This design comes from an exercise in tuning for small area, a short achievable clock period and few clock cycles per item on the open sky130 flow, not from production work. RTL that was checked went through simulation tests only; none was proved equivalent to the original. No activity file was given, so power comes from the tool's default toggle rates.

==> flow/design.v (excerpt) <==
module up_sampler #(
    parameter int unsigned IN_W = 400,
    parameter int unsigned IN_H = 300,
    parameter int unsigned DW   = up_sampler_pkg::DW_DEF
) (
    input  logic          clk,
    input  logic          rst,
    output logic          rd_en,
    input  logic          din_valid,
    input  logic [DW-1:0] din,
    output logic          dout_valid,
    input  logic          dout_ready,
    output logic [DW-1:0] dout,
    output logic          sof,
    output logic          eol,
    output logic          frame_done
);
For scale: about 4000 cells after synthesis, about 3300 flip-flops.
==> module up_sampler, before the edit <==
module up_sampler #(
    parameter int unsigned IN_W = 400,
    parameter int unsigned IN_H = 300,
    parameter int unsigned DW   = up_sampler_pkg::DW_DEF
) (
    input  logic          clk,
    input  logic          rst,
    output logic          rd_en,
    input  logic          din_valid,
    input  logic [DW-1:0] din,
    output logic          dout_valid,
    input  logic          dout_ready,
    output logic [DW-1:0] dout,
    output logic          sof,
    output logic          eol,
    output logic          frame_done
);
    localparam int unsigned D   = up_sampler_pkg::TAP_D;
    localparam int unsigned K   = IN_W / D;
    localparam int unsigned TW  = $clog2(K);
    localparam int unsigned OW  = $clog2(D);
    localparam int unsigned CW  = $clog2(IN_W + 1);
    localparam int unsigned LW  = $clog2(IN_H);
    logic [TW-1:0] rj, wj;
    logic [OW-1:0] ro, wo;
    logic          ralign, walign;      
    logic [CW-1:0] rc;                  
    logic          rlast;               
    logic          rcopy;               
    logic [LW-1:0] rline;
    logic          rline_last;          
    logic          rsof;                
    logic [CW-1:0] wc;                  
    logic          wc_open;             
    logic [CW:0]   lead;                
    logic          lead_pos, lead_neg;  
    logic          rd_ok, wr_ok;        
    logic rd_go, wr_go, t01, t10;
    logic [DW-1:0] ring_q;
    logic [DW+2:0] pq;
    logic          pv;
    logic [DW-1:0] iq0, iq1;
    logic [1:0]    icnt;
    logic          rd_en_q, req1;
    logic          hv, hph, heol, hlast;
    logic [DW-1:0] hd;
    logic          sof_q, eol_q, fd_q;
    logic take, adv;
    assign rd_go = ralign & ~pv & rd_ok;
    assign wr_go = walign & (icnt != 2'd0) & wr_ok;
    assign t01   = rd_go & rlast & ~rcopy;
    assign t10   = rd_go & rlast & rcopy;
    up_line_buf #(
        .N (IN_W),
        .D (D),
        .DW(DW),
        .K (K),
        .TW(TW)
    ) u_line_buf (
        .clk  (clk),
        .we   (wr_go),
        .wtap (wj),
        .wdata(iq0),
        .rtap (rj),
        .rdata(ring_q)
    );
    assign adv  = hv & dout_ready & ~hph;
    assign take = ~hv | (dout_ready & hph);
    logic lead_ge2, lead_lem2, pos_n, neg_n, rcopy_n, wc_open_n;
    assign lead_ge2  = ~lead[CW] & (|lead[CW-1:1]);
    assign lead_lem2 = lead[CW] & ~(&lead[CW-1:0]);
    always_comb begin
        if (t01) begin
            pos_n = 1'b0;
            neg_n = 1'b0;
        end else if (t10) begin
            pos_n = (wc != '0) | wr_go;
            neg_n = 1'b0;
        end else if (wr_go == rd_go) begin
            pos_n = lead_pos;
            neg_n = lead_neg;
        end else if (wr_go) begin
            pos_n = ~lead_neg;
            neg_n = lead_lem2;
        end else begin
            pos_n = lead_ge2;
            neg_n = ~lead_pos;
        end
        rcopy_n   = (rd_go & rlast) ? ~rcopy : rcopy;
        wc_open_n = t01 | (wr_go ? (wc != CW'(IN_W - 1)) : wc_open);
    end
    always_ff @(posedge clk) begin
        if (rst) begin
            rj <= '0; ro <= '0; ralign <= 1'b1;
            wj <= '0; wo <= '0; walign <= 1'b1;
            rc <= '0; rlast <= 1'b0; rcopy <= 1'b0;
            rline <= '0; rline_last <= 1'b0; rsof <= 1'b1;
            wc <= '0; wc_open <= 1'b1; lead <= '0;
            lead_pos <= 1'b0; lead_neg <= 1'b0;
            rd_ok <= 1'b0; wr_ok <= 1'b1;
            pv <= 1'b0; icnt <= '0;
            rd_en_q <= 1'b0; req1 <= 1'b0; hd <= '0;
            hv <= 1'b0; hph <= 1'b0; heol <= 1'b0; hlast <= 1'b0;
            sof_q <= 1'b0; eol_q <= 1'b0; fd_q <= 1'b0;
        end else begin
            if (rd_go) begin
                rj <= rj - TW'(2);
                ro <= OW'(D - 1);
                ralign <= 1'b0;
            end else begin
                ralign <= (ro == OW'(D - 1));
                if (ro == OW'(D - 1)) begin
                    rj <= rj + TW'(1);
                    ro <= '0;
                end else begin
                    ro <= ro + OW'(1);
                end
            end
            if (rd_go) begin
                rc    <= rlast ? '0 : rc + CW'(1);
                rlast <= ~rlast & (rc == CW'(IN_W - 2));
                rsof  <= t10 & rline_last;
                if (t10) begin
                    rline      <= rline_last ? '0 : rline + LW'(1);
                    rline_last <= ~rline_last & (rline == LW'(IN_H - 2));
                end
            end
            rcopy <= rcopy_n;
            if (t01) begin
                wc <= '0;
                wj <= rj - TW'(2);
                wo <= OW'(D - 1);
                walign <= 1'b0;
            end else if (wr_go) begin
                wc <= wc + CW'(1);
                wj <= wj - TW'(2);
                wo <= OW'(D - 1);
                walign <= 1'b0;
            end else begin
                walign <= (wo == OW'(D - 1));
                if (wo == OW'(D - 1)) begin
                    wj <= wj + TW'(1);
                    wo <= '0;
                end else begin
                    wo <= wo + OW'(1);
                end
            end
            wc_open <= wc_open_n;
            if (t01)      lead <= '0;
            else if (t10) lead <= {1'b0, wc} + (wr_go ? 1'b1 : 1'b0);
            else if (wr_go && !rd_go) lead <= lead + 1'b1;
            else if (rd_go && !wr_go) lead <= lead - 1'b1;
            lead_pos <= pos_n;
            lead_neg <= neg_n;
            rd_ok <= rcopy_n | pos_n;
            wr_ok <= rcopy_n ? neg_n : wc_open_n;
            pv <= rd_go | (pv & ~take);
            icnt <= icnt + (din_valid ? 2'd1 : 2'd0) - (wr_go ? 2'd1 : 2'd0);
            req1 <= rd_en_q;
            rd_en_q <= ({1'b0, icnt} + (req1 ? 3'd1 : 3'd0)
                        + (rd_en_q ? 3'd1 : 3'd0) - (wr_go ? 3'd1 : 3'd0)) < 3'd2;
            fd_q <= hv & dout_ready & hph & hlast;
            if (take) hd <= pq[DW-1:0];
            if (adv) begin
                hph   <= 1'b1;
                sof_q <= 1'b0;
                eol_q <= heol;
            end else if (take) begin
                hv    <= pv;
                hph   <= 1'b0;
                eol_q <= 1'b0;
                sof_q <= pq[DW+2];
                heol  <= pq[DW+1];
                hlast <= pq[DW];
            end
        end
    end
    always_ff @(posedge clk) begin
        if (rd_go) pq <= {rsof, rlast, rcopy & rlast & rline_last, ring_q};
        if (wr_go) begin
            iq0 <= (icnt == 2'd2) ? iq1 : din;
            if (icnt == 2'd2) iq1 <= din;
        end else if (icnt == 2'd0) begin
            iq0 <= din;
        end else if (icnt == 2'd1) begin
            iq1 <= din;
        end
    end
    assign rd_en      = rd_en_q;
    assign dout_valid = hv;
    assign dout       = hd;
    assign sof        = sof_q;
    assign eol        = eol_q;
    assign frame_done = fd_q;
endmodule
Settings: LEC_CHECK=0, ABC_CLOCK_PERIOD_IN_PS=2000, CAP_MARGIN=20, CORE_MARGIN=2, CORE_UTILIZATION=60, CTS_CLUSTER_DIAMETER=100, CTS_CLUSTER_SIZE=20, PLACE_DENSITY=0.75, SETUP_SLACK_MARGIN=3.0, SLEW_MARGIN=20; clock period 5.0 ns.
run.sh (not shown) runs the stock make flow with config.mk's settings and CLKGATE_MAP_FILE= SYNTH_SCRIPT=/design/flow/synth_recipe.tcl, a recipe that flattens the netlist after the stock synthesis.
The baseline produced a clean layout.
Then changed:
--- a/flow/design.v
+++ b/flow/design.v
@@ -71,15 +71,16 @@
     logic          lead_pos, lead_neg;  
     logic          rd_ok, wr_ok;        
     logic rd_go, wr_go, t01, t10;
     logic [DW-1:0] ring_q;
     logic [DW+2:0] pq;
     logic          pv;
-    logic [DW-1:0] iq0, iq1;
+    logic [DW-1:0] din_q, iq0, iq1;
+    logic          dv_q;
     logic [1:0]    icnt;
-    logic          rd_en_q, req1;
+    logic          rd_en_q, req1, req2;
     logic          hv, hph, heol, hlast;
     logic [DW-1:0] hd;
     logic          sof_q, eol_q, fd_q;
     logic take, adv;
     assign rd_go = ralign & ~pv & rd_ok;
     assign wr_go = walign & (icnt != 2'd0) & wr_ok;
@@ -131,13 +132,13 @@
             rc <= '0; rlast <= 1'b0; rcopy <= 1'b0;
             rline <= '0; rline_last <= 1'b0; rsof <= 1'b1;
             wc <= '0; wc_open <= 1'b1; lead <= '0;
             lead_pos <= 1'b0; lead_neg <= 1'b0;
             rd_ok <= 1'b0; wr_ok <= 1'b1;
             pv <= 1'b0; icnt <= '0;
-            rd_en_q <= 1'b0; req1 <= 1'b0; hd <= '0;
+            dv_q <= 1'b0; rd_en_q <= 1'b0; req1 <= 1'b0; req2 <= 1'b0;
             hv <= 1'b0; hph <= 1'b0; heol <= 1'b0; hlast <= 1'b0;
             sof_q <= 1'b0; eol_q <= 1'b0; fd_q <= 1'b0;
         end else begin
             if (rd_go) begin
                 rj <= rj - TW'(2);
                 ro <= OW'(D - 1);
@@ -187,18 +188,19 @@
             else if (rd_go && !wr_go) lead <= lead - 1'b1;
             lead_pos <= pos_n;
             lead_neg <= neg_n;
             rd_ok <= rcopy_n | pos_n;
             wr_ok <= rcopy_n ? neg_n : wc_open_n;
             pv <= rd_go | (pv & ~take);
-            icnt <= icnt + (din_valid ? 2'd1 : 2'd0) - (wr_go ? 2'd1 : 2'd0);
+            dv_q <= din_valid;
+            icnt <= icnt + (dv_q ? 2'd1 : 2'd0) - (wr_go ? 2'd1 : 2'd0);
             req1 <= rd_en_q;
-            rd_en_q <= ({1'b0, icnt} + (req1 ? 3'd1 : 3'd0)
+            req2 <= req1;
+            rd_en_q <= ({1'b0, icnt} + (req2 ? 3'd1 : 3'd0) + (req1 ? 3'd1 : 3'd0)
                         + (rd_en_q ? 3'd1 : 3'd0) - (wr_go ? 3'd1 : 3'd0)) < 3'd2;
             fd_q <= hv & dout_ready & hph & hlast;
-            if (take) hd <= pq[DW-1:0];
             if (adv) begin
                 hph   <= 1'b1;
                 sof_q <= 1'b0;
                 eol_q <= heol;
             end else if (take) begin
                 hv    <= pv;
@@ -208,20 +210,22 @@
                 heol  <= pq[DW+1];
                 hlast <= pq[DW];
             end
         end
     end
     always_ff @(posedge clk) begin
+        din_q <= din;
+        if (take) hd <= pq[DW-1:0];
         if (rd_go) pq <= {rsof, rlast, rcopy & rlast & rline_last, ring_q};
         if (wr_go) begin
-            iq0 <= (icnt == 2'd2) ? iq1 : din;
-            if (icnt == 2'd2) iq1 <= din;
+            iq0 <= (icnt == 2'd2) ? iq1 : din_q;
+            if (icnt == 2'd2) iq1 <= din_q;
         end else if (icnt == 2'd0) begin
-            iq0 <= din;
+            iq0 <= din_q;
         end else if (icnt == 2'd1) begin
-            iq1 <= din;
+            iq1 <= din_q;
         end
     end
     assign rd_en      = rd_en_q;
     assign dout_valid = hv;
     assign dout       = hd;
     assign sof        = sof_q;
After rerunning: Cell count is about the same. Wire length goes up by 0.48%. Final area stays flat. Total power increases by 0.47%. Count of clock-buffer cells in the layout grows by 1. Worst setup slack is better by 18 ps. Core utilization stays flat. Die area hardly moves. Sequential power hardly moves. Synthesized area barely changes.
Testbench counts after the change, summed over its fixed seeds: cycles 1,920,208, items 1,920,000.
For the first run of this note, only the layout was checked, not whether the RTL still works.

[afterwards: timing with drivers on the ports]
Ports are ideal in the flow. The routed layouts listed here were re-timed in OpenROAD. Step 1, drivers: a clkbuf_16 drives clk and a buf_2 each remaining input, both assumed. Step 2 moves the port delays by t, midway between the first and last clock arrival at a register: inputs arrive t later, outputs are due t later. That takes back most of the time a late clock gives input paths. Slacks: no drivers / after step 1 / after step 2; pairs: no drivers / after step 1.
run	t, ns	slack for setup (ns)	worst setup path at the end	latest minus earliest clock arrival (ns)	pins driven straight from the clock port
the first run	0.865	2.646 / 2.646 / 2.342	input to register	0.039 / 0.039	1
the second run	0.857	2.664 / 2.595 / 2.349	input to register	0.034 / 0.035	1
After both steps every run listed still meets setup and hold. The setup slack of the second run, which loses most, moves by -0.069 ns with the drivers and by -0.315 ns with both steps.
